This is an optimization exercise on Yosys and OpenROAD, whose aim is small area, a short achievable clock period and few clock cycles per item, not a production implementation.
At most, simulation tests tie the RTL to the original design; equivalence was not proved.
The RTL of run 6 was laid out without a check of its function.

**design.v**
```verilog
package cc8ks_pkg;
  localparam logic [31:0] TAU0 = 32'h6170_7865;
  localparam logic [31:0] TAU1 = 32'h3120_646e;
  localparam logic [31:0] TAU2 = 32'h7962_2d36;
  localparam logic [31:0] TAU3 = 32'h6b20_6574;
  localparam logic [1:0] REG_KEY_LOW  = 2'd0;
  localparam logic [1:0] REG_KEY_HIGH = 2'd1;
  localparam logic [1:0] REG_NONCE    = 2'd2;
  localparam logic OP_XOR  = 1'b0;
  localparam logic OP_SKIP = 1'b1;
endpackage
module cc8ks_core (
  input  logic               clk,
  input  logic               start,      
  input  logic               abort,      
  input  logic               rst,
  input  logic [63:0]        key_low,    
  input  logic [63:0]        key_high,
  input  logic [63:0]        ctr,
  input  logic [63:0]        nonce,
  input  logic [2:0]         pos,        
  output logic               busy,
  output logic               have,
  output logic [63:0]        ks_raw      
);
  logic [3:0][31:0] ra, rb, rc, rd;      
  logic [3:0][31:0] na, nb, nc, nd;      
  logic [3:0]       rnd;                 
  logic             half;
  logic             rend;
  logic             diag;
  assign half = rnd[0];
  assign rend = rnd[0];                  
  assign diag = rnd[1];                  
  genvar g;
  generate
    for (g = 0; g < 4; g++) begin : g_lane
      logic [31:0] a1, x1, d1, c1, x2, b1;
      cc8ks_add u_add_a (.a(ra[g]), .b(rb[g]), .s(a1));
      assign x1 = rd[g] ^ a1;
      assign d1 = half ? {x1[23:0], x1[31:24]} : {x1[15:0], x1[31:16]};
      cc8ks_add u_add_c (.a(rc[g]), .b(d1), .s(c1));
      assign x2 = rb[g] ^ c1;
      assign b1 = half ? {x2[24:0], x2[31:25]} : {x2[19:0], x2[31:20]};
      assign na[g] = a1;
      assign nb[g] = b1;
      assign nc[g] = c1;
      assign nd[g] = d1;
    end
  endgenerate
  always_ff @(posedge clk) begin
    if (rst || abort) begin
      busy <= 1'b0;
      have <= 1'b0;
      rnd  <= 4'd0;
    end else if (start) begin
      busy <= 1'b1;
      have <= 1'b0;
      rnd  <= 4'd0;
    end else if (busy) begin
      rnd <= rnd + 4'd1;
      if (rnd == 4'd15) begin
        busy <= 1'b0;
        have <= 1'b1;
      end
    end
  end
  always_ff @(posedge clk) begin
    if (start) begin
      ra <= {cc8ks_pkg::TAU3, cc8ks_pkg::TAU2, cc8ks_pkg::TAU1, cc8ks_pkg::TAU0};
      rb <= {key_high, key_low};
      rc <= {key_high, key_low};
      rd <= {nonce, ctr};
    end else if (busy) begin
      for (int i = 0; i < 4; i++) begin
        if (!rend) begin
          ra[i] <= na[i];
          rb[i] <= nb[i];
          rc[i] <= nc[i];
          rd[i] <= nd[i];
        end else begin
          ra[i] <= diag ? na[(i + 2) % 4] : na[i];
          rb[i] <= nb[(i + 1) % 4];
          rc[i] <= diag ? nc[i] : nc[(i + 2) % 4];
          rd[i] <= nd[(i + 3) % 4];
        end
      end
    end
  end
  always_comb begin
    case (pos)
      3'd0: ks_raw = {ra[1], ra[0]};
      3'd1: ks_raw = {ra[3], ra[2]};
      3'd2: ks_raw = {rb[1], rb[0]};
      3'd3: ks_raw = {rb[3], rb[2]};
      3'd4: ks_raw = {rc[1], rc[0]};
      3'd5: ks_raw = {rc[3], rc[2]};
      3'd6: ks_raw = {rd[1], rd[0]};
      default: ks_raw = {rd[3], rd[2]};
    endcase
  end
endmodule
module cc8ks_add #(
  parameter int W = 32
) (
  input  logic [W-1:0] a,
  input  logic [W-1:0] b,
  output logic [W-1:0] s
);
  localparam int L = $clog2(W);
  logic [L:0][W-1:0] g;
  logic [L:0][W-1:0] p;
  assign g[0] = a & b;
  assign p[0] = a ^ b;
  genvar l, i;
  generate
    for (l = 0; l < L; l++) begin : g_lvl
      for (i = 0; i < W; i++) begin : g_bit
        if (i >= (1 << l)) begin : g_op
          assign g[l+1][i] = g[l][i] | (p[l][i] & g[l][i - (1 << l)]);
          assign p[l+1][i] = p[l][i] & p[l][i - (1 << l)];
        end else begin : g_pass
          assign g[l+1][i] = g[l][i];
          assign p[l+1][i] = p[l][i];
        end
      end
    end
  endgenerate
  assign s = p[0] ^ {g[L][W-2:0], 1'b0};
endmodule
import cc8ks_pkg::*;
module chacha8_keystream_xor (
  input  logic        clk,
  input  logic        rst,
  input  logic        psel,
  input  logic        penable,
  input  logic        pwrite,
  input  logic [4:0]  paddr,
  input  logic [63:0] pwdata,
  output logic [63:0] prdata,
  output logic        pready,
  input  logic        s_tvalid,
  output logic        s_tready,
  input  logic [95:0] s_tdata,   
  input  logic        s_tuser,   
  input  logic        s_tlast,
  output logic        m_tvalid,
  input  logic        m_tready,
  output logic [71:0] m_tdata,   
  output logic        m_tlast
);
  logic [63:0] key_low;
  logic [63:0] key_high;
  logic [63:0] nonce;
  logic [63:0] ctr;
  logic [2:0]  pos;
  logic        pend;
  logic [63:0] out_chunk;
  logic [3:0]  out_count;
  logic        out_last;
  logic        cfg_wr;
  logic [1:0]  reg_sel;
  logic        wr_any;
  logic        s_acc;
  logic        x_acc;
  logic        k_acc;
  logic        discard;
  logic [31:0] amount;
  logic [3:0]  count;
  logic [63:0] mask;
  logic [63:0] ctr_inc;
  logic [31:0] ctr_hi_inc;
  logic [32:0] skip_sum;
  logic [63:0] ctr_n;
  logic        core_start;
  logic        core_abort;
  logic        core_busy;
  logic        core_have;
  logic [63:0] ks_raw;
  logic [63:0] ff_pair;
  logic [31:0] ks_lo;
  logic [31:0] ks_hi;
  assign pready  = 1'b1;
  assign cfg_wr  = psel & penable & pwrite;
  assign reg_sel = paddr[4:3];
  assign wr_any  = cfg_wr & (reg_sel != 2'd3);
  assign amount  = s_tdata[95:64];
  assign s_tready = (s_tuser == OP_SKIP) ? !pend : (core_have & (!m_tvalid | m_tready));
  assign s_acc    = s_tvalid & s_tready;
  assign x_acc    = s_acc & (s_tuser == OP_XOR);
  assign k_acc    = s_acc & (s_tuser == OP_SKIP);
  assign discard  = x_acc & (s_tlast | (pos == 3'd7));
  assign count = ((amount == 32'd0) || (|amount[31:4]) || (amount[3] && |amount[2:0]))
                 ? 4'd8 : amount[3:0];
  always_comb begin
    for (int i = 0; i < 8; i++) begin
      mask[8*i +: 8] = {8{4'(i) < count}};
    end
  end
  always_comb begin
    case (reg_sel)
      REG_KEY_LOW:  prdata = key_low;
      REG_KEY_HIGH: prdata = key_high;
      REG_NONCE:    prdata = nonce;
      default:      prdata = 64'd0;
    endcase
  end
  assign ctr_inc    = ctr + 64'd1;
  assign ctr_hi_inc = ctr[63:32] + 32'd1;
  assign skip_sum   = {1'b0, ctr[31:0]} + {1'b0, amount} + {32'd0, (pos != 3'd0)};
  assign ctr_n      = discard ? ctr_inc : ctr;
  assign core_abort = wr_any | k_acc;
  assign core_start = discard | (!core_busy & !core_have & !pend);
  cc8ks_core u_core (
    .clk     (clk),
    .start   (core_start),
    .abort   (core_abort),
    .rst     (rst),
    .key_low (key_low),
    .key_high(key_high),
    .ctr     (ctr_n),
    .nonce   (nonce),
    .pos     (pos),
    .busy    (core_busy),
    .have    (core_have),
    .ks_raw  (ks_raw)
  );
  always_comb begin
    case (pos)
      3'd0: ff_pair = {TAU1, TAU0};
      3'd1: ff_pair = {TAU3, TAU2};
      3'd2, 3'd4: ff_pair = key_low;
      3'd3, 3'd5: ff_pair = key_high;
      3'd6: ff_pair = ctr;
      default: ff_pair = nonce;
    endcase
  end
  assign ks_lo = ks_raw[31:0] + ff_pair[31:0];
  assign ks_hi = ks_raw[63:32] + ff_pair[63:32];
  always_ff @(posedge clk) begin
    if (rst) begin
      key_low  <= 64'd0;
      key_high <= 64'd0;
      nonce    <= 64'd0;
      ctr      <= 64'd0;
      pos      <= 3'd0;
      pend     <= 1'b0;
      m_tvalid <= 1'b0;
    end else begin
      if (x_acc) begin
        m_tvalid <= 1'b1;
      end else if (m_tready) begin
        m_tvalid <= 1'b0;
      end
      if (wr_any) begin
        case (reg_sel)
          REG_KEY_LOW:  key_low  <= pwdata;
          REG_KEY_HIGH: key_high <= pwdata;
          default:      nonce    <= pwdata;
        endcase
        ctr  <= 64'd0;
        pos  <= 3'd0;
        pend <= 1'b0;
      end else if (k_acc) begin
        ctr[31:0] <= skip_sum[31:0];
        pend      <= skip_sum[32];
        pos       <= 3'd0;
      end else begin
        if (pend) begin
          ctr[63:32] <= ctr_hi_inc;
          pend       <= 1'b0;
        end
        if (x_acc) begin
          if (discard) begin
            ctr <= ctr_inc;
            pos <= 3'd0;
          end else begin
            pos <= pos + 3'd1;
          end
        end
      end
    end
  end
  always_ff @(posedge clk) begin
    if (x_acc) begin
      out_chunk <= s_tdata[63:0] ^ ({ks_hi, ks_lo} & mask);
      out_count <= count;
      out_last  <= s_tlast;
    end
  end
  assign m_tdata = {4'd0, out_count, out_chunk};
  assign m_tlast = out_last;
endmodule
```
**run.sh**
```bash
#!/bin/bash
# synth_recipe.tcl (not shown) runs the flow's synth.tcl, then flattens the netlist and writes it again
# the make line also repeats each setting of config.mk as NAME=value (left out here)
make -C /OpenROAD-flow-scripts/flow DESIGN_CONFIG=/design/flow/config.mk WORK_HOME=/design/flow/orfs CLKGATE_MAP_FILE= SYNTH_SCRIPT=/design/flow/synth_recipe.tcl finish
```
**config.mk**
```make
export PLATFORM = sky130hd
export DESIGN_NAME = chacha8_keystream_xor
export DESIGN_NICKNAME = chacha8_keystream_xor
export VERILOG_FILES = /design/flow/design.v
export SDC_FILE = /design/flow/constraint.sdc
export NUM_CORES = 4
export LEC_CHECK = 0
export ABC_AREA = 1
export CAP_MARGIN = 20
export CORE_MARGIN = 2
export CORE_UTILIZATION = 40
export SLEW_MARGIN = 20
```
**constraint.sdc**
```tcl
create_clock -name core_clock -period 9.0 [get_ports {clk}]
set_input_delay 1.8000 -clock core_clock [delete_from_list [all_inputs] [get_ports {clk}]]
set_output_delay 1.8000 -clock core_clock [all_outputs]
set_load 0.01 [all_outputs]
```
==> impl_metrics.toml, run 1 <==
[outcome]
outcome = "finished clean"

[cts]
clock_sinks = 848
h-tree-depth = 3
cts_hold_buf = 0
clk_latency_ps = 840
cts_buffers = 110
cts_tree = "yes"
clk_pin_slew_worst_paths_ps = 60
ctsResizeCount = 0
cts_buffer_depth = 3
post_cts_buffers = 0
root_buffer = "clkbuf_16"

[setup_path]
crit_path_end_kind = "flip-flop"
crit_arrival_ps = 8910
crit_type = "flip-flop to flip-flop"
cp_data_required_time_ps = 9550
path_max_fanout = 4
startpoint_type = "flip-flop"

[synth]
ys_seq_area_share_pct = 31.00
yosys.area_share.xor_xnor_pct = 5.845
synth-compound-area-share_pct = 20.80
ys.flop_type = "edfxtp_1"
synthTopCellsByCount = "2342 x nand2_1, 1262 x inv_1, 869 x nand3_1"
ys_types = 73
synth_edf_count = 453
synthTopCellsByArea = "edfxtp_1 20%, nand2_1 13%, dfxtp_1 11%"
synth_top_cell_area_share_pct = 19.60
avgSynthCellArea_sq_um = 6.869
synth.most_common_cell = "nand2_1"
yosysWarnings = 2
ys_ff_latch = 848
synth_mux_area_share_pct = 0.01442
synthArstFlopShare_pct = 0
synthAdderAreaFrac_pct = 6.855
synth_top_family_by_area = "simple AND/OR/NAND/NOR gates"
syn-cell-area_sq_um = 69390
synthSimpleGateAreaFrac_pct = 26.08
netlist_instances = 10100
synth_area_leader_cell = "edfxtp_1"

[placed_design]
dp_hpwl_microns = 386800
port_buffers = 305
place_congestion = 1.255
dp_slack_ps = 1564

[timing]
fmax_ghz = 0.1195
hold_viol = 0
period_share_pct = 92.94
final_max_slew_viol_count = 0
period_needed_ps = 8365
worst_pin_slew_ps = 1342
fin_hold_ws_ps = 500.8
slew_headroom_pct = 9.565
tns_ps = 0
setup_viol = 0
rsz0062_at_grt = "false"
skew_ps = 68.25
setup_ws_ps = 635.1

[routing]
wl_per_cell_microns = 37.85
ant_nets = 0
vias = 83740
drcViolationCount = 0
dr.pass1.iters = 17
viasPerCell = 6.596
routed_wl_microns = 480500
drt_iter0_drc = 15850

[floorplan]
pin_count = 314
start_util_pct = 40.36
design.die.area_sq_um = 176800
die_y_microns = 420.5
fp.coreArea_sq_um = 171900
fp-row-count = 152
chipWidth_microns = 420.5

[cells_and_area]
final_util_pct = 46.06
fin_nets = 10780
area_growth_pct = 14.11
drive_gt1_share_pct = 4.977
nFillCells = 17760

[grt]
first_global_vias = 73440
grt_pass1_wl_microns = 625900
overflow = 0
grt_max_degree = 141
antenna_found_initial = 70
grt_util_all_layers_pct = 52.45

[min_path]
holdCritPathClass = "flip-flop to flip-flop"

[run]
cap_violations = 0
## final cells by class
class	instances	area [sq um]	share of cell area, %
Multi-Input combinational cell	7542	41560	52.48
Tap cell	2310	2890	3.650
Antenna cell	58	145.1	0.1833
Sequential cell	848	21520	27.17
Inverter	1287	4870	6.150
Clock buffer	152	3266	4.124
Timing Repair Buffer	444	4247	5.363
Clock inverter	55	694.4	0.8769
## worst max-delay path: stages, from the launching register on
cell and delay [ps]:
edfxtp_1 420, ha_1 390, fa_1 280, nand3_1 80, nand2_1 410, inv_1 180
o21ai_0 400, a21oi_1 200, xnor2_1 1020, xor2_1 330, nand2_1 230, a21boi_0 280
ha_1 280, inv_1 80, fa_1 460, nand3b_1 180, nand2_1 140, a21oi_1 160
o21ai_0 350, nand2_1 100, nand2_1 270, nand3_1 150, nand3_1 160, nand2_1 80
nand2_1 80, nand3_1 510, nand3_1 750, nand2_1 100
## routing by layer
metal  routed length [microns]  part of all wire [%]  global-route usage [%]
met1                    168400                    35                   61.31
met2                    174400                    36                   66.67
met3                     83790                    17                   30.53
met4                     52740                    11                   44.93
met5                      1240                  0.26                   4.029
## final timing paths
path / start / endpoint / slack (ps) / cells after the start
max: u_core.rb[0] / u_core.rb[99] / 640 / 27
max reg2reg: u_core.rb[0] / u_core.rb[99] / 640 / 27
min: key_low[6] / key_low[6] / 500 / 2
min reg2reg: key_low[6] / key_low[6] / 500 / 2
## layout by cell type (no fill, tap or decap), drive strengths merged, types with 89 or more instances in the layout
master         Yosys  final
a21oi            774    774
a221oi           129    129
buf               83    138
clkbuf           345    153
clkdlybuf4s50      0    305
dfxtp            395    395
edfxtp           453    453
ha               361    361
inv             1283   1291
nand2           2350   2350
nand3            872    872
nor2             695    695
nor3             103    103
o211ai           106    106
o21ai            875    875
o221ai           115    115
o22ai            104    104
or2               89     89
xnor2            158    158
xor2             288    288
## flip-flops by register name, summed over array words and instances (netlist names)
name and count:
ctr 64, key_high 64, key_low 64, m_tvalid 1, nonce 64, out_chunk 64, out_count 4, out_last 1
pend 1, pos 3, u_core.busy 1, u_core.have 1, u_core.ra 128, u_core.rb 128, u_core.rc 128, u_core.rd 128
u_core.rnd 4
## stage by stage
step | std cells | area [sq um]
2_1_floorplan | 10110 | 69410
3_3_place_gp | 12430 | 74960
3_5_place_dp | 12430 | 75000
4_1_cts | 12640 | 78960
5_1_grt | 12640 | 79050
6_report | 12700 | 79190
## cells by family (layout without fill, tap and decap cells)
group,Yosys count,in the layout
AO/OA/AOI/OAI,2444,2444
XOR/XNOR,452,452
adder cells (fa/ha/maj),373,373
buffers and inverters,1715,1938
flip-flops,848,848
multiplexers,1,1
other,2,63
AND/OR/NAND/NOR,4267,4267
Testbench counts, summed over its fixed seeds: cycles 9,698, items 2,668.
==> inputs of run 2 (changes only) <==
--- a/design.v
+++ b/design.v
@@ -100,25 +100,19 @@
     endcase
   end
 endmodule
-module cc8ks_add #(
-  parameter int W = 32
-) (
-  input  logic [W-1:0] a,
-  input  logic [W-1:0] b,
-  output logic [W-1:0] s
-);
+module cc8ks_add #(parameter int W = 32) (input logic [W-1:0] a, b, output logic [W-1:0] s);
   localparam int L = $clog2(W);
-  logic [L:0][W-1:0] g;
-  logic [L:0][W-1:0] p;
+  logic [L:0][W-1:0] g, p;
   assign g[0] = a & b;
   assign p[0] = a ^ b;
   genvar l, i;
   generate
     for (l = 0; l < L; l++) begin : g_lvl
       for (i = 0; i < W; i++) begin : g_bit
-        if (i >= (1 << l)) begin : g_op
-          assign g[l+1][i] = g[l][i] | (p[l][i] & g[l][i - (1 << l)]);
-          assign p[l+1][i] = p[l][i] & p[l][i - (1 << l)];
+        if ((i >> l) & 1) begin : g_op
+          localparam int J = ((i >> l) << l) - 1;
+          assign g[l+1][i] = g[l][i] | (p[l][i] & g[l][J]);
+          assign p[l+1][i] = p[l][i] & p[l][J];
         end else begin : g_pass
           assign g[l+1][i] = g[l][i];
           assign p[l+1][i] = p[l][i];
==> run 2 against run 1 <==
  * Die area fell by 5.7%
  * Clock-buffer cell count increased by 2
  * Maximum frequency up 1.2%
  * Register-to-register slack improved by 99 ps
  * Still clean
  * Flip-flop and latch count stayed put
  * Critical path depth up 9
  * Clock skew fell by 22 ps
  * Via count is 12% lower
  * Non-clock buffer count grew 11
==> impl_metrics.toml, run 2 <==
[outcome]
outcome = "finished clean"

[grt]
grt_util_all_layers_pct = 47.76
first_global_vias = 65950
grt_max_degree = 127
antenna_found_initial = 37
overflow = 0
grt_pass1_wl_microns = 548900

[min_path]
worstHoldStart = "u_core.ra[79]"
holdPathStages = 2
hold_path_end = "u_core.ra[79]"
holdCritPathClass = "flip-flop to flip-flop"

[cts]
h-tree-depth = 3
cts_hold_buf = 0
cts_buffer_depth = 3
cts_buffers = 111
cts_tree = "yes"
clk_pin_slew_worst_paths_ps = 60
clk_latency_ps = 810
post_cts_buffers = 0
clock_sinks = 848
root_buffer = "clkbuf_16"
ctsResizeCount = 0

[timing]
tns_ps = 0
period_needed_ps = 8266
setup_viol = 0
fin_hold_ws_ps = 483.2
slew_headroom_pct = 6.908
setup_ws_ps = 734.0
worst_pin_slew_ps = 1392
rsz0062_at_grt = "false"
hold_viol = 0
final_max_slew_viol_count = 0
skew_ps = 46.47
fmax_ghz = 0.1210
period_share_pct = 91.84

[placed_design]
dp_hpwl_microns = 325700
port_buffers = 305
place_congestion = 1.161
dp_slack_ps = 1297

[routing]
drt_iter0_drc = 12480
vias = 73520
routed_wl_microns = 414800
wl_per_cell_microns = 36.04
dr.pass1.iters = 11
drcViolationCount = 0
ant_nets = 0
viasPerCell = 6.388

[cells_and_area]
nFillCells = 16800
final-seq-area_sq_um = 21510
drive_gt1_share_pct = 5.882
layout_common_cells = "2018 x nand2_1, 1028 x inv_1, 851 x nand3_1, 655 x nor2_1, 593 x a21oi_1"
area_growth_pct = 14.28
multiInputGateArea_sq_um = 38240
fin_nets = 9779
final_common_cell = "nand2_1"
final_util_pct = 45.96

[setup_path]
startpoint_type = "flip-flop"
path_buf_inv = 4
critPathSlowestCell = "xnor2_1"
path_max_fanout = 6
crit_arrival_ps = 8760
rr_startpoint = "u_core.rb[0]"
rr_worst_depth = 36
cp_common_cell = "nand2_1"
reg2reg_to = "u_core.rb[119]"
crit_type = "flip-flop to flip-flop"
max_stage_delay_ps = 730
cp_top_family = "simple AND/OR/NAND/NOR gates"
crit_path_end_kind = "flip-flop"
ff2ff_setup_slack_ps = 730
cp_data_required_time_ps = 9490

[synth]
ys.flop_type = "edfxtp_1"
syn-cell-area_sq_um = 65390
synth_edf_count = 453
yosysWarnings = 2
ys_types = 71
synth.most_common_cell = "nand2_1"
synth_top_cell_area_share_pct = 20.80
synth_top_family_by_area = "simple AND/OR/NAND/NOR gates"
synthAdderAreaFrac_pct = 7.891
synth_mux_area_share_pct = 0.03062
synth_area_leader_cell = "edfxtp_1"
synthTopCellsByCount = "2024 x nand2_1, 1031 x inv_1, 851 x nand3_1"
ys_seq_area_share_pct = 32.90
netlist_instances = 9072
avgSynthCellArea_sq_um = 7.208
synthArstFlopShare_pct = 0
ys_ff_latch = 848
synth-compound-area-share_pct = 19.81
synthSimpleGateAreaFrac_pct = 24.98
yosys.area_share.xor_xnor_pct = 5.574
synthTopCellsByArea = "edfxtp_1 21%, dfxtp_1 12%, nand2_1 12%"

[run]
cap_violations = 0

[floorplan]
design.die.area_sq_um = 166700
fp.coreArea_sq_um = 162600
pin_count = 314
chipWidth_microns = 408.3
start_util_pct = 40.22
die_y_microns = 408.3
fp-row-count = 148
==> run 2: changes by cell type after synthesis, moves of 50 or more <==
cell,previous run,this run
nand2_1,2342,2024
clkbuf_1,342,268
buf_2,47,97
a21oi_1,771,594
o21ai_0,821,485
o21ai_1,48,156
inv_1,1262,1031
a211oi_1,20,203
==> run 2: metrics by stage <==
step,std cells,area [sq um]
after floorplan,9075,65400
after global placement,11280,70830
after detailed placement,11280,70830
after CTS,11490,74680
after global routing,11490,74690
final,11510,74730
==> run 2: worst max path at each step <==
stage                endpoint           from  cells past startpoint
4_1_cts        u_core.rb[119]   u_core.rb[0]                     36
2_1_floorplan    u_core.rb[0]       m_tready                     13
6_report       u_core.rb[119]   u_core.rb[0]                     36
3_5_place_dp    u_core.rb[56]  u_core.rb[64]                     39
3_3_place_gp    u_core.rb[56]  u_core.rb[64]                     39
5_1_grt         u_core.rb[56]  u_core.rb[64]                     39
==> run 2: metal layers <==
layer  GRT usage, %  up-vias  share of wire (%)
met5              0        -              0.032
met4          33.99       20                8.9
met3          19.50     1217                 15
met2          64.75     5754                 38
met1          60.71    35110                 38
li1               -    31420                  -
==> run 2: area by class of cell <==
class,count,area share [%]
antenna,17,0.05693
clock buffer,154,4.264
clock inverter,57,0.8840
inverter,1063,5.400
multi-input combinational,6740,51.17
sequential,848,28.79
tap,2175,3.642
timing repair buffer,455,5.795
==> run 2: cells by family (layout without fill, tap and decap cells) <==
family / after synthesis / in the layout
flops: 848 / 848
mux: 2 / 2
buf+inv: 1487 / 1729
fa+ha+maj: 386 / 386
simple gates: 3833 / 3833
xor+xnor: 408 / 408
other cells: 2 / 22
compound gates: 2106 / 2106
==> run 2: worst min-delay path, cell delays in order (launching register included) <==
cell	delay, ps
dfxtp_1	330
nand2_1	70
nand2_1	40
Testbench counts of run 2, summed over its fixed seeds: cycles 9,698, items 2,668.
==> inputs of run 3 (changes only) <==
--- a/config.mk
+++ b/config.mk
@@ -9,4 +9,5 @@
 export CAP_MARGIN = 20
 export CORE_MARGIN = 2
 export CORE_UTILIZATION = 40
+export SETUP_SLACK_MARGIN = 1.5
 export SLEW_MARGIN = 20
==> run 3 against run 2 <==
  * Clock-buffer cell count unchanged
  * Critical path depth down 3
  * Utilization up 0.11 points
  * Synthesized cell count unchanged
  * Sequential share of layout area down 0.071 points
  * Largest cell class unchanged
  * Setup slack better by 670 ps
  * Flip-flop and latch count unchanged
  * Via count down 0.45%
==> impl_metrics.toml, run 3 <==
[outcome]
outcome = "finished clean"

[synth]
synthArstFlopShare_pct = 0
synth_top_cell_area_share_pct = 20.80
ys_ff_latch = 848
synth_edf_count = 453
ys_types = 71
syn-cell-area_sq_um = 65390
synth_area_leader_cell = "edfxtp_1"
synth.most_common_cell = "nand2_1"
avgSynthCellArea_sq_um = 7.208
netlist_instances = 9072
synthTopCellsByArea = "edfxtp_1 21%, dfxtp_1 12%, nand2_1 12%"
yosysWarnings = 2
ys.flop_type = "edfxtp_1"
ys_seq_area_share_pct = 32.90
synthTopCellsByCount = "2024 x nand2_1, 1031 x inv_1, 851 x nand3_1"

[setup_path]
crit_path_end_kind = "flip-flop"
max_stage_delay_ps = 990
rr_startpoint = "u_core.rb[96]"
critPathSlowestCell = "xnor2_1"
crit_arrival_ps = 8250
cp_common_cell = "nand2_1"
ff2ff_setup_slack_ps = 1400
rr_worst_depth = 33
endpoint = "u_core.rb[64]"
startpoint_type = "flip-flop"
reg2reg_to = "u_core.rb[64]"
path_max_fanout = 10
startpoint = "u_core.rb[96]"
crit_type = "flip-flop to flip-flop"
cp_data_required_time_ps = 9650

[routing]
ant_nets = 0
wl_per_cell_microns = 36.01
viasPerCell = 6.367
vias = 73190
drt_iter0_drc = 12860
routed_wl_microns = 413900
drcViolationCount = 0
dr.pass1.iters = 10

[cts]
h-tree-depth = 3
cts_tree = "yes"
cts_buffers = 110
root_buffer = "clkbuf_16"
clk_pin_slew_worst_paths_ps = 60
clk_latency_ps = 820
cts_hold_buf = 0
cts_buffer_depth = 3
clock_sinks = 848

[floorplan]
chipWidth_microns = 408.3
design.die.area_sq_um = 166700
fp-row-count = 148
pin_count = 314
start_util_pct = 40.22
die_y_microns = 408.3
fp.coreArea_sq_um = 162600

[min_path]
holdPathStages = 2
holdCritPathClass = "flip-flop to flip-flop"

[cells_and_area]
layout_common_cells = "2010 x nand2_1, 1028 x inv_1, 841 x nand3_1, 655 x nor2_1, 592 x a21oi_1"
drive_gt1_share_pct = 6.008
fin_nets = 9767
area_growth_pct = 14.57
final_util_pct = 46.08
nFillCells = 16890
final_common_cell = "nand2_1"

[timing]
worst_pin_slew_ps = 1335
fmax_ghz = 0.1316
period_share_pct = 84.42
setup_viol = 0
slew_headroom_pct = 10.07
skew_ps = 42.20
hold_viol = 0
period_needed_ps = 7598
tns_ps = 0
rsz0062_at_grt = "false"
final_max_slew_viol_count = 0

[grt]
grt_max_degree = 124
first_global_vias = 65590
antenna_found_initial = 32
grt_pass1_wl_microns = 548100
overflow = 0
grt_util_all_layers_pct = 47.66

[run]
cap_violations = 0

[placed_design]
place_congestion = 1.156
dp_hpwl_microns = 326000
port_buffers = 305
## run 3: cell counts after synthesis
No cell type changed its count.
## run 3: final cells by class
| cell class | instances | area (sq um) | area share, % |
|---|---|---|---|
| clock inverters | 55 | 584.3 | 0.7800 |
| multi-input cells | 6740 | 38580 | 51.49 |
| well taps | 2175 | 2721 | 3.633 |
| repair buffers | 444 | 4280 | 5.714 |
| flip-flops and latches | 848 | 21510 | 28.72 |
| diodes | 16 | 40.04 | 0.05345 |
| inverters | 1063 | 4033 | 5.383 |
| clock buffers | 154 | 3164 | 4.224 |
## run 3: worst min-delay path by stage
stage	slack [ps]	endpoint	startpoint
after global placement	460	u_core.ra[124]	u_core.ra[124]
after floorplan	450	u_core.ra[15]	u_core.ra[15]
after CTS	470	u_core.ra[124]	u_core.ra[124]
after detailed placement	460	u_core.ra[124]	u_core.ra[124]
final	480	u_core.ra[47]	u_core.ra[47]
after global routing	500	u_core.ra[63]	u_core.ra[63]
## run 3: what timing repair did
action | CTS | global route
buffers inserted | 0 | 0
resized for setup | 17 | 41
pin swaps | 1 | 1
endpoints found under the setup margin | 50 | 59
## run 3: kinds of logic (layout without fill, tap and decap cells)
group,count (synthesis),in the layout,share of synthesized area (%)
simple gates,3833,3833,24.98
mux,2,2,0.03062
fa+ha+maj,386,386,7.891
other cells,2,21,0.01149
compound gates,2106,2106,19.81
xor+xnor,408,408,5.574
flops,848,848,32.90
buf+inv,1487,1716,8.804
## run 3: routing by layer
| metal | global-route usage [%] | up-vias | routed length [microns] |
|---|---|---|---|
| met2 | 64.07 | 5515 | 158500 |
| li1 | - | 31330 | - |
| met4 | 34.67 | 20 | 37240 |
| met1 | 61.45 | 35230 | 156300 |
| met5 | 0 | - | 145 |
| met3 | 18.38 | 1089 | 61660 |
## run 3: critical path: cells and delay by family, from the launching register on
kind / cells / cell delay [ps]
fa+ha+maj: 3 / 760
xor+xnor: 2 / 1440
compound gates: 2 / 530
simple gates: 23 / 3790
buf+inv: 3 / 420
flops: 1 / 470
## run 3: metrics by stage
| step | cells | hold WS [ps] | worst slack [ps] | cell area, sq um |
|---|---|---|---|---|
| floorplan | 9075 | 447.8 | 1760 | 65410 |
| global placement | 11270 | 462.5 | 1057 | 70740 |
| detailed placement | 11270 | 464.5 | 1083 | 70780 |
| CTS | 11480 | 474.6 | 1507 | 74620 |
| global route | 11480 | 495.0 | 1499 | 74870 |
| finish | 11500 | 480.9 | 1402 | 74910 |
==> inputs of run 4 (changes only) <==
--- a/config.mk
+++ b/config.mk
@@ -9,5 +9,5 @@
 export CAP_MARGIN = 20
 export CORE_MARGIN = 2
 export CORE_UTILIZATION = 40
-export SETUP_SLACK_MARGIN = 1.5
+export SETUP_SLACK_MARGIN = 2.5
 export SLEW_MARGIN = 20
==> run 4 against run 3 <==
  * Critical path depth fell by 6
  * Cell count grew 0.33%
  * Die area is the same
  * Hold slack improved by 1.5 ps
  * Wire length is 0.36% lower
  * Register-to-register slack better by 880 ps
  * Clock skew decreased by 15 ps
  * Utilization up 0.72 points
  * Critical endpoint is now u_core.rb[125]
  * Highest routed layer unchanged
==> impl_metrics.toml, run 4 <==
[cts]
clk_latency_ps = 760
cts_buffer_depth = 3
root_buffer = "clkbuf_16"
h-tree-depth = 3
clock_sinks = 848
cts_buffers = 108
clk_pin_slew_worst_paths_ps = 70
cts_tree = "yes"

[timing]
rsz0062_at_grt = "true"
fmax_ghz = 0.1489
setup_viol = 0
tns_ps = 0
hold_viol = 0
slew_headroom_pct = 12.56
period_needed_ps = 6715
final_max_slew_viol_count = 0
skew_ps = 27.69
period_share_pct = 74.61
worst_pin_slew_ps = 1298

[min_path]
holdCritPathClass = "flip-flop to flip-flop"
worstHoldStart = "u_core.ra[118]"

[routing]
vias = 73570
wl_per_cell_microns = 35.76
viasPerCell = 6.379
routed_wl_microns = 412400
drcViolationCount = 0
ant_nets = 0
dr.pass1.iters = 7
drt_iter0_drc = 12810

[synth]
netlist_instances = 9072
ys.flop_type = "edfxtp_1"
synthArstFlopShare_pct = 0
synth.most_common_cell = "nand2_1"
synthTopCellsByArea = "edfxtp_1 21%, dfxtp_1 12%, nand2_1 12%"
avgSynthCellArea_sq_um = 7.208
ys_types = 71
ys_seq_area_share_pct = 32.90
synth_area_leader_cell = "edfxtp_1"
synthTopCellsByCount = "2024 x nand2_1, 1031 x inv_1, 851 x nand3_1"
yosysWarnings = 2
synth_top_cell_area_share_pct = 20.80
syn-cell-area_sq_um = 65390
ys_ff_latch = 848
synth_edf_count = 453

[floorplan]
pin_count = 314
fp-row-count = 148
start_util_pct = 40.22
design.die.area_sq_um = 166700
fp.coreArea_sq_um = 162600
die_y_microns = 408.3
chipWidth_microns = 408.3

[outcome]
outcome = "finished clean"

[grt]
grt_util_met2_pct = 64.10
use_met3_pct = 17.83
first_global_vias = 65760
gr-max-usage-layer = "met2"
grt_util_met1_pct = 60.97
grt_util_all_layers_pct = 47.37
grt_max_degree = 149
overflow = 0
grt_pass1_wl_microns = 545500
antenna_found_initial = 42

[placed_design]
placed_cell_area_sq_um = 70700
dp_hpwl_microns = 323300
port_buffers = 305
place_congestion = 1.121

[cells_and_area]
post-route-cell-area_sq_um = 76090
fin_nets = 9799
nFillCells = 16700
area_growth_pct = 16.36
final_common_cell = "nand2_1"
layout_common_cells = "1968 x nand2_1, 1024 x inv_1, 809 x nand3_1, 653 x nor2_1, 584 x a21oi_1"
final-seq-area_sq_um = 21510
drive_gt1_share_pct = 7.767
multiInputGateArea_sq_um = 39450

[setup_path]
startpoint = "u_core.rb[113]"
rr_startpoint = "u_core.rb[113]"
crit_type = "flip-flop to flip-flop"
cp_data_required_time_ps = 9470
crit_path_end_kind = "flip-flop"
startpoint_type = "flip-flop"
path_max_fanout = 4
crit_arrival_ps = 7190

[run]
cap_violations = 0
-- run 4: path summary, 6_finish.rpt --
kind | slack, ps | cells past startpoint | endpoint
setup / recovery | 2290 | 27 | u_core.rb[125]
hold / removal | 480 | 2 | u_core.ra[118]
setup reg to reg | 2290 | 27 | u_core.rb[125]
hold reg to reg | 480 | 2 | u_core.ra[118]
-- run 4: kinds of logic (layout without fill, tap and decap cells) --
group,Yosys count,after routing,synth area share [%]
simple gates,3833,3833,24.98
compound gates,2106,2106,19.81
mux,2,2,0.03062
buf+inv,1487,1746,8.804
fa+ha+maj,386,386,7.891
xor+xnor,408,408,5.574
other cells,2,29,0.01149
flops,848,848,32.90
-- run 4: metal layers --
metal / up-vias / routed length, microns
met5: - / 254
met4: 14 / 37220
met3: 1103 / 62330
met2: 5731 / 157900
met1: 35250 / 154700
li1: 31470 / -
-- run 4: through the flow --
step | hold slack (ps) | worst slack, ps | cells | util (%)
2_1_floorplan | 447.8 | 2610 | 9075 | -
3_3_place_gp | 463.6 | 1119 | 11260 | 43.48
3_5_place_dp | 468.1 | 1072 | 11260 | 43.48
4_1_cts | 476.3 | 2383 | 11490 | 46.31
5_1_grt | 482.2 | 2425 | 11510 | 46.76
6_report | 482.4 | 2285 | 11530 | 46.80
-- run 4: cell type report --
type | instances | share of cell area (%)
antenna | 24 | 0.07893
clock buffer | 158 | 4.206
clock inverter | 47 | 0.6265
inverter | 1063 | 5.343
multi-input combinational | 6740 | 51.85
sequential | 848 | 28.28
tap | 2175 | 3.577
timing repair buffer | 478 | 6.041
-- run 4: worst max-delay path, stage by stage (launching register included) --
cell      delay [ps]
edfxtp_1         610
ha_1             490
nand2_1           90
nor2_1           250
inv_1            130
nor2_1           360
a21oi_4          130
buf_4            160
o211ai_1         410
nand2_1          200
nand2_1          130
nand2_1           80
nand3_1           90
nand3_1          350
nand2_1          250
inv_1             70
ha_1             300
nor2_1           140
a21oi_2          100
nand3_1          140
nand2_4          110
fa_1             430
or2_2            310
nand2_2          110
xor2_2           210
inv_2            130
o211ai_1         500
o21ai_1          140
-- run 4: what timing repair did --
action / CTS / global route
pin swaps: 26 / 31
gates resized for setup: 142 / 117
setup buffers: 22 / 19
endpoints found under the setup margin: 200 / 117
hold buffers: 0 / 0
cloned: 0 / 1
endpoints found under the hold margin: 0 / 0
==> inputs of run 5 (changes only) <==
--- a/config.mk
+++ b/config.mk
@@ -9,5 +9,5 @@
 export CAP_MARGIN = 20
 export CORE_MARGIN = 2
 export CORE_UTILIZATION = 40
-export SETUP_SLACK_MARGIN = 2.5
+export SETUP_SLACK_MARGIN = 3.5
 export SLEW_MARGIN = 20
==> run 5 against run 4 <==
  * Clock skew rose by 37 ps
  * Wire length rose by 0.15%
  * Via count rose by 4.3%
  * Non-clock buffer count rose by 282
  * Sequential share of layout area fell by 2.9 points
  * Register-to-register slack improved by 530 ps
  * Area after synthesis did not move
  * Critical path depth rose by 8
  * Utilization rose by 5.4 points
  * Maximum frequency rose by 8.5%
==> impl_metrics.toml, run 5 <==
[run]
cap_violations = 0

[synth]
ys_types = 71
ys_ff_latch = 848
synth_top_cell_area_share_pct = 20.80
synthArstFlopShare_pct = 0
synth_area_leader_cell = "edfxtp_1"
synth_edf_count = 453
ys_seq_area_share_pct = 32.90
synthTopCellsByCount = "2024 x nand2_1, 1031 x inv_1, 851 x nand3_1"
avgSynthCellArea_sq_um = 7.208
netlist_instances = 9072
syn-cell-area_sq_um = 65390
synthTopCellsByArea = "edfxtp_1 21%, dfxtp_1 12%, nand2_1 12%"
ys.flop_type = "edfxtp_1"
yosysWarnings = 2
synth.most_common_cell = "nand2_1"

[setup_path]
crit_arrival_ps = 6700
reg2reg_to = "u_core.rb[93]"
path_max_fanout = 4
rr_worst_depth = 35
crit_type = "flip-flop to flip-flop"
crit_path_end_kind = "flip-flop"
ff2ff_setup_slack_ps = 2810
critPathSlowestCell = "fa_2"
max_stage_delay_ps = 530
rr_startpoint = "u_core.rb[64]"
startpoint_type = "flip-flop"
cp_data_required_time_ps = 9510
cp_common_cell = "nand2_4"

[routing]
drt_iter0_drc = 13440
drcViolationCount = 0
routed_wl_microns = 413000
wl_per_cell_microns = 34.92
vias = 76700
viasPerCell = 6.485
dr.pass1.iters = 12
ant_nets = 0

[timing]
period_needed_ps = 6187
worst_pin_slew_ps = 1388
skew_ps = 64.96
final_max_slew_viol_count = 0
fmax_ghz = 0.1616
hold_viol = 0
period_share_pct = 68.74
setup_viol = 0
slew_headroom_pct = 6.457
tns_ps = 0
rsz0062_at_grt = "true"

[cts]
cts_buffers = 110
h-tree-depth = 3
cts_tree = "yes"
clock_sinks = 848
cts_hold_buf = 0
clk_latency_ps = 820
clk_pin_slew_worst_paths_ps = 60
root_buffer = "clkbuf_16"
cts_buffer_depth = 3

[floorplan]
fp.coreArea_sq_um = 162600
chipWidth_microns = 408.3
die_y_microns = 408.3
start_util_pct = 40.22
pin_count = 314
fp-row-count = 148
design.die.area_sq_um = 166700

[placed_design]
dp_hpwl_microns = 308200
port_buffers = 305
place_congestion = 1.200

[grt]
overflow = 0
grt_max_degree = 187
grt_util_all_layers_pct = 46.97
antenna_found_initial = 54
grt_pass1_wl_microns = 546600
first_global_vias = 68170

[min_path]
holdPathStages = 2
worstHoldStart = "u_core.ra[27]"
hold_path_end = "u_core.ra[27]"
holdCritPathClass = "flip-flop to flip-flop"

[cells_and_area]
final_common_cell = "nand2_1"
drive_gt1_share_pct = 18.91
area_growth_pct = 29.76
layout_common_cells = "1740 x nand2_1, 989 x inv_1, 628 x nor2_1, 591 x nand3_1, 511 x a21oi_1"
final_util_pct = 52.19
fin_nets = 10090

[outcome]
outcome = "finished clean"
run 5: cell count changes in the layout (fill, tap and decap cells not counted), sizes merged, moves of 2 or more:
| cell | change |
|---|---|
| buf | +281 |
| clkbuf | -17 |
| clkdlybuf4s50 | -10 |
| clkinv | +18 |
| clkinvlp | +3 |
| diode | +4 |
| dlygate4sd2 | +3 |
| dlymetal6s2s | +5 |
| inv | +2 |
| nand2 | +3 |
run 5: cells by family after synthesis:
| group | after synthesis | share of synthesized area [%] |
|---|---|---|
| AND/OR/NAND/NOR | 3833 | 24.98 |
| AO/OA/AOI/OAI | 2106 | 19.81 |
| buffers and inverters | 1487 | 8.804 |
| flip-flops | 848 | 32.90 |
| XOR/XNOR | 408 | 5.574 |
| adder cells (fa/ha/maj) | 386 | 7.891 |
| other | 2 | 0.01149 |
| multiplexers | 2 | 0.03062 |
run 5: cell type report:
class	count	area, sq um
flip-flops and latches	848	21510
repair buffers	760	7350
multi-input cells	6744	45300
diodes	28	70.07
clock inverters	71	719.4
well taps	2175	2721
clock buffers	139	3067
inverters	1063	4104
fillers	15790	77740
run 5: routing by layer:
metal  share of wire [%]  vias up  global-route usage [%]
met4                 9.8       32                   36.35
met2                  38     6506                   62.90
met1                  35    36540                   57.06
met5                0.16        -                   1.983
li1                    -    32030                       -
met3                  17     1595                   22.43
run 5: stage by stage:
stage	cells	cell area (sq um)	hold WS, ps	setup WS (ps)
6_report	11830	84850	483.7	2813
5_1_grt	11810	84790	519.4	2809
4_1_cts	11680	80230	483.0	3076
3_5_place_dp	11260	70650	473.3	1317
3_3_place_gp	11260	70650	467.8	1289
2_1_floorplan	9075	65430	447.8	3501
run 5: critical path, delay by kind of cell (launching register included):
family / cells / cell delay [ps]
and+or+nand+nor: 18 / 1860
xor gates and xnor gates: 2 / 400
DFF: 1 / 390
adders and majority gates: 6 / 2020
AOI/OAI and AO/OA: 4 / 760
buffers and inverters: 5 / 390
run 5: how the worst max path moves through the flow:
stage                              from             to  depth (start not counted)
after global placement    u_core.rb[64]  u_core.rb[93]                         39
final                     u_core.rb[64]  u_core.rb[93]                         35
after global routing      u_core.rb[64]  u_core.rb[93]                         35
after CTS                 u_core.rb[64]  u_core.rb[93]                         35
after floorplan                m_tready   u_core.rb[0]                         13
after detailed placement   u_core.rb[0]  u_core.rb[29]                         36
run 5: what timing repair did:
action	CTS	global route
buffers inserted	202	118
pin swaps	198	263
gates cloned	4	2
resized for setup	835	767
setup endpoints to repair	355	299
==> inputs of run 6 (changes only) <==
--- a/design.v
+++ b/design.v
@@ -36,10 +36,10 @@
   generate
     for (g = 0; g < 4; g++) begin : g_lane
       logic [31:0] a1, x1, d1, c1, x2, b1;
-      cc8ks_add u_add_a (.a(ra[g]), .b(rb[g]), .s(a1));
+      assign a1 = ra[g] + rb[g];
       assign x1 = rd[g] ^ a1;
       assign d1 = half ? {x1[23:0], x1[31:24]} : {x1[15:0], x1[31:16]};
-      cc8ks_add u_add_c (.a(rc[g]), .b(d1), .s(c1));
+      assign c1 = rc[g] + d1;
       assign x2 = rb[g] ^ c1;
       assign b1 = half ? {x2[24:0], x2[31:25]} : {x2[19:0], x2[31:20]};
       assign na[g] = a1;
@@ -99,28 +99,6 @@
       default: ks_raw = {rd[3], rd[2]};
     endcase
   end
-endmodule
-module cc8ks_add #(parameter int W = 32) (input logic [W-1:0] a, b, output logic [W-1:0] s);
-  localparam int L = $clog2(W);
-  logic [L:0][W-1:0] g, p;
-  assign g[0] = a & b;
-  assign p[0] = a ^ b;
-  genvar l, i;
-  generate
-    for (l = 0; l < L; l++) begin : g_lvl
-      for (i = 0; i < W; i++) begin : g_bit
-        if ((i >> l) & 1) begin : g_op
-          localparam int J = ((i >> l) << l) - 1;
-          assign g[l+1][i] = g[l][i] | (p[l][i] & g[l][J]);
-          assign p[l+1][i] = p[l][i] & p[l][J];
-        end else begin : g_pass
-          assign g[l+1][i] = g[l][i];
-          assign p[l+1][i] = p[l][i];
-        end
-      end
-    end
-  endgenerate
-  assign s = p[0] ^ {g[L][W-2:0], 1'b0};
 endmodule
 import cc8ks_pkg::*;
 module chacha8_keystream_xor (
@@ -165,6 +143,9 @@
   logic [63:0] ctr_inc;
   logic [31:0] ctr_hi_inc;
   logic [32:0] skip_sum;
+  logic [63:0] key_low_n;
+  logic [63:0] key_high_n;
+  logic [63:0] nonce_n;
   logic [63:0] ctr_n;
   logic        core_start;
   logic        core_abort;
@@ -202,18 +183,21 @@
   assign ctr_inc    = ctr + 64'd1;
   assign ctr_hi_inc = ctr[63:32] + 32'd1;
   assign skip_sum   = {1'b0, ctr[31:0]} + {1'b0, amount} + {32'd0, (pos != 3'd0)};
-  assign ctr_n      = discard ? ctr_inc : ctr;
-  assign core_abort = wr_any | k_acc;
-  assign core_start = discard | (!core_busy & !core_have & !pend);
+  assign key_low_n  = (wr_any && reg_sel == REG_KEY_LOW)  ? pwdata : key_low;
+  assign key_high_n = (wr_any && reg_sel == REG_KEY_HIGH) ? pwdata : key_high;
+  assign nonce_n    = (wr_any && reg_sel == REG_NONCE)    ? pwdata : nonce;
+  assign ctr_n      = wr_any ? 64'd0 : (discard ? ctr_inc : ctr);
+  assign core_abort = k_acc & !wr_any;
+  assign core_start = wr_any | (!k_acc & (discard | (!core_busy & !core_have & !pend)));
   cc8ks_core u_core (
     .clk     (clk),
     .start   (core_start),
     .abort   (core_abort),
     .rst     (rst),
-    .key_low (key_low),
-    .key_high(key_high),
+    .key_low (key_low_n),
+    .key_high(key_high_n),
     .ctr     (ctr_n),
-    .nonce   (nonce),
+    .nonce   (nonce_n),
     .pos     (pos),
     .busy    (core_busy),
     .have    (core_have),
--- a/config.mk
+++ b/config.mk
@@ -5,9 +5,9 @@
 export SDC_FILE = /design/flow/constraint.sdc
 export NUM_CORES = 4
 export LEC_CHECK = 0
-export ABC_AREA = 1
+export ABC_CLOCK_PERIOD_IN_PS = 4000
 export CAP_MARGIN = 20
 export CORE_MARGIN = 2
 export CORE_UTILIZATION = 40
-export SETUP_SLACK_MARGIN = 3.5
+export SETUP_SLACK_MARGIN = 4.6
 export SLEW_MARGIN = 20
==> run 6 against run 5 <==
  * The layout now fails its checks (max-capacitance violations, max-slew violations)
  * Clock skew shrank 30 ps
  * Synthesized cell count shrank 15%
  * Hold slack gained 22 ps
  * Maximum frequency shrank 15%
  * Setup slack lost 1100 ps
  * Non-clock buffer count grew 516
  * Final area grew 12%
==> impl_metrics.toml, run 6 <==
[floorplan]
pin_count = 314
design.die.area_sq_um = 165500
start_util_pct = 40.34
fp-row-count = 147
die_y_microns = 406.9
fp.coreArea_sq_um = 160900
chipWidth_microns = 406.9

[synth]
netlist_instances = 7699
synth_top_cell_area_share_pct = 20.96
synthTopCellsByCount = "991 x nor2_1, 791 x nand2_1, 600 x a21oi_1"
synthArstFlopShare_pct = 0
syn-cell-area_sq_um = 64910
synth_edf_count = 453
ys_ff_latch = 848
synthTopCellsByArea = "edfxtp_1 21%, dfxtp_1 12%, ha_1 7.0%"
ys_seq_area_share_pct = 33.14
yosysWarnings = 2
ys_types = 101
synth.most_common_cell = "nor2_1"
avgSynthCellArea_sq_um = 8.432
synth_area_leader_cell = "edfxtp_1"
ys.flop_type = "edfxtp_1"

[routing]
vias = 74820
drcViolationCount = 0
drt_iter0_drc = 12990
dr_wl_met3_microns = 70580
wl_per_cell_microns = 41.28
dr_wl_met2_microns = 172100
dr.pass1.iters = 12
viasPerCell = 6.864
ant_nets = 0
routedLengthMet1_microns = 151400
routed.top_layer = "met5"
routed_wl_microns = 450000

[timing]
final_max_slew_viol_count = 10
worst_pin_slew_ps = 2773
period_share_pct = 80.45
skew_ps = 35.10
hold_viol = 0
setup_viol = 0
period_needed_ps = 7240
slew_headroom_pct = -90.16
rsz0062_at_grt = "true"
fmax_ghz = 0.1381
tns_ps = 0

[run]
cap_violations = 3

[cts]
h-tree-depth = 3
cts_tree = "yes"
clock_sinks = 848
cts_buffer_depth = 3
cts_buffers = 107
clk_latency_ps = 800
cts_hold_buf = 0
root_buffer = "clkbuf_16"
clk_pin_slew_worst_paths_ps = 70

[cells_and_area]
layout_common_cells = "850 x nor2_1, 651 x nand2_1, 571 x buf_4, 453 x edfxtp_1, 396 x a21oi_1"
final_common_cell = "nor2_1"
area_growth_pct = 46.07
fin_nets = 9155
drive_gt1_share_pct = 32.00

[grt]
first_global_vias = 67440
grt_util_all_layers_pct = 52.00
overflow = 0
grt_pass1_wl_microns = 583300
antenna_found_initial = 39
grt_max_degree = 153

[outcome]
outcome = "finished with violations"
violations = "max-capacitance violations, max-slew violations"

[placed_design]
port_buffers = 305
dp_hpwl_microns = 330100
place_congestion = 1.217

[min_path]
holdCritPathClass = "flip-flop to flip-flop"
holdPathStages = 2

[setup_path]
crit_type = "flip-flop to flip-flop"
path_max_fanout = 11
crit_arrival_ps = 7760
rr_worst_depth = 21
startpoint_type = "flip-flop"
cp_data_required_time_ps = 9520
crit_path_end_kind = "flip-flop"
## run 6: cell count changes after synthesis, sizes merged, moves of 123 or more
cell / change
a21o: +123
clkbuf: +123
inv: -960
mux2i: +329
nand2: -1263
nand3: -746
nor2: +314
nor2b: +148
o21ai: -163
xnor2: +190
## run 6: worst paths after layout
| check | startpoint | end | slack, ps |
|---|---|---|---|
| setup / recovery | u_core.rb[105] | u_core.rb[107] | 1760 |
| hold / removal | u_core.ra[82] | u_core.ra[82] | 510 |
| setup reg to reg | u_core.rb[105] | u_core.rb[107] | 1760 |
| hold reg to reg | u_core.ra[82] | u_core.ra[82] | 510 |
## run 6: layout make-up
| cell class | instances | area (sq um) |
|---|---|---|
| repair buffers | 1276 | 13440 |
| flip-flops and latches | 848 | 21530 |
| multi-input cells | 6275 | 53080 |
| diodes | 40 | 100.1 |
| clock buffers | 164 | 3199 |
| fillers | 13810 | 66120 |
| clock inverters | 37 | 380.4 |
| inverters | 100 | 391.6 |
| well taps | 2160 | 2703 |
## run 6: per-layer routing
layer  global-route usage [%]  vias up
met3                    26.24     1864
met1                    59.04    36320
met4                    50.08       22
met2                    69.21     6376
li1                         -    30240
met5                   0.1189        -
## run 6: cell families (layout without fill, tap and decap cells)
family,after synthesis,after routing,share of synthesized area [%]
and+or+nand+nor,2534,2537,17.36
adders and majority gates,373,373,7.328
AOI/OAI and AO/OA,2315,2315,23.60
DFF,848,848,33.14
other,2,45,0.01157
xor gates and xnor gates,696,696,9.739
buffers and inverters,582,1577,3.400
muxes,349,349,5.416
## run 6: repair_timing
item	4_1_cts	5_1_grt
gates resized for setup	1948	910
pin swaps	404	535
gates cloned	30	5
endpoints found under the hold margin	0	0
buffers inserted	428	267
endpoints found under the setup margin	690	556
## run 6: stage by stage
| step | setup WS, ps | cells | util [%] | cell area, sq um | hold WS [ps] |
|---|---|---|---|---|---|
| floorplan | 2012 | 7702 | - | 65740 | 469.6 |
| global placement | 738.4 | 9921 | 44.59 | 71770 | 490.7 |
| detailed placement | 880.7 | 9921 | 44.60 | 71780 | 496.2 |
| CTS | 2101 | 10580 | 54.68 | 88000 | 503.9 |
| global route | 1893 | 10870 | 58.87 | 94740 | 522.3 |
| finish | 1760 | 10900 | 58.92 | 94820 | 505.7 |
## run 6: critical path: stages, from the launching register on
cell,delay [ps]
edfxtp_1,540
ha_1,450
a21oi_1,210
nor2b_1,90
or4b_2,600
o21ai_0,190
buf_4,190
o21ai_0,110
xor2_1,600
xor2_2,310
nor2_1,650
nor2_2,280
ha_1,500
and3_1,280
and2_1,210
o2bb2ai_1,170
a311oi_4,350
nor3_1,80
or3_4,420
xnor3_2,310
mux2i_4,320
a21oi_1,110

[afterwards: timing with drivers on the ports]
The flow's constraints put no driver on any port. The routed layouts listed below were extracted and timed again, unchanged, in two steps. Step 1 (the two cells are an assumption about what drives the block):
set clk [get_ports {clk}]
set_driving_cell -lib_cell sky130_fd_sc_hd__clkbuf_16 $clk
set_driving_cell -lib_cell sky130_fd_sc_hd__buf_2 [delete_from_list [all_inputs] $clk]
Step 2 times the ports against the registers' clock, not the clock port: input delays grow and output delays shrink by t, the midpoint of the rising clock arrivals with the driver on. Three values: ideal, step 1, step 2; two values: the first two.
| run | t (ns) | slack for setup (ns) | worst register clock-pin slew, ns | worst slew at a driven data input, ns |
|---|---|---|---|---|
| run 1 | 0.903 | 0.635 / 0.635 / 0.635 | 0.07 / 0.07 | 0.10 |
| run 2 | 0.883 | 0.734 / 0.734 / 0.734 | 0.07 / 0.07 | 0.08 |
| run 3 | 0.892 | 1.402 / 1.402 / 1.402 | 0.07 / 0.07 | 0.09 |
| run 4 | 0.840 | 2.285 / 2.285 / 2.174 | 0.07 / 0.07 | 0.07 |
| run 5 | 0.881 | 2.813 / 2.813 / 2.495 | 0.07 / 0.07 | 0.07 |
| run 6 | 0.877 | 1.760 / 1.760 / 1.760 | 0.07 / 0.07 | 0.34 |
For run 5, which loses most, drivers alone change the setup slack by 0.000 ns; drivers and shift together by -0.318 ns.
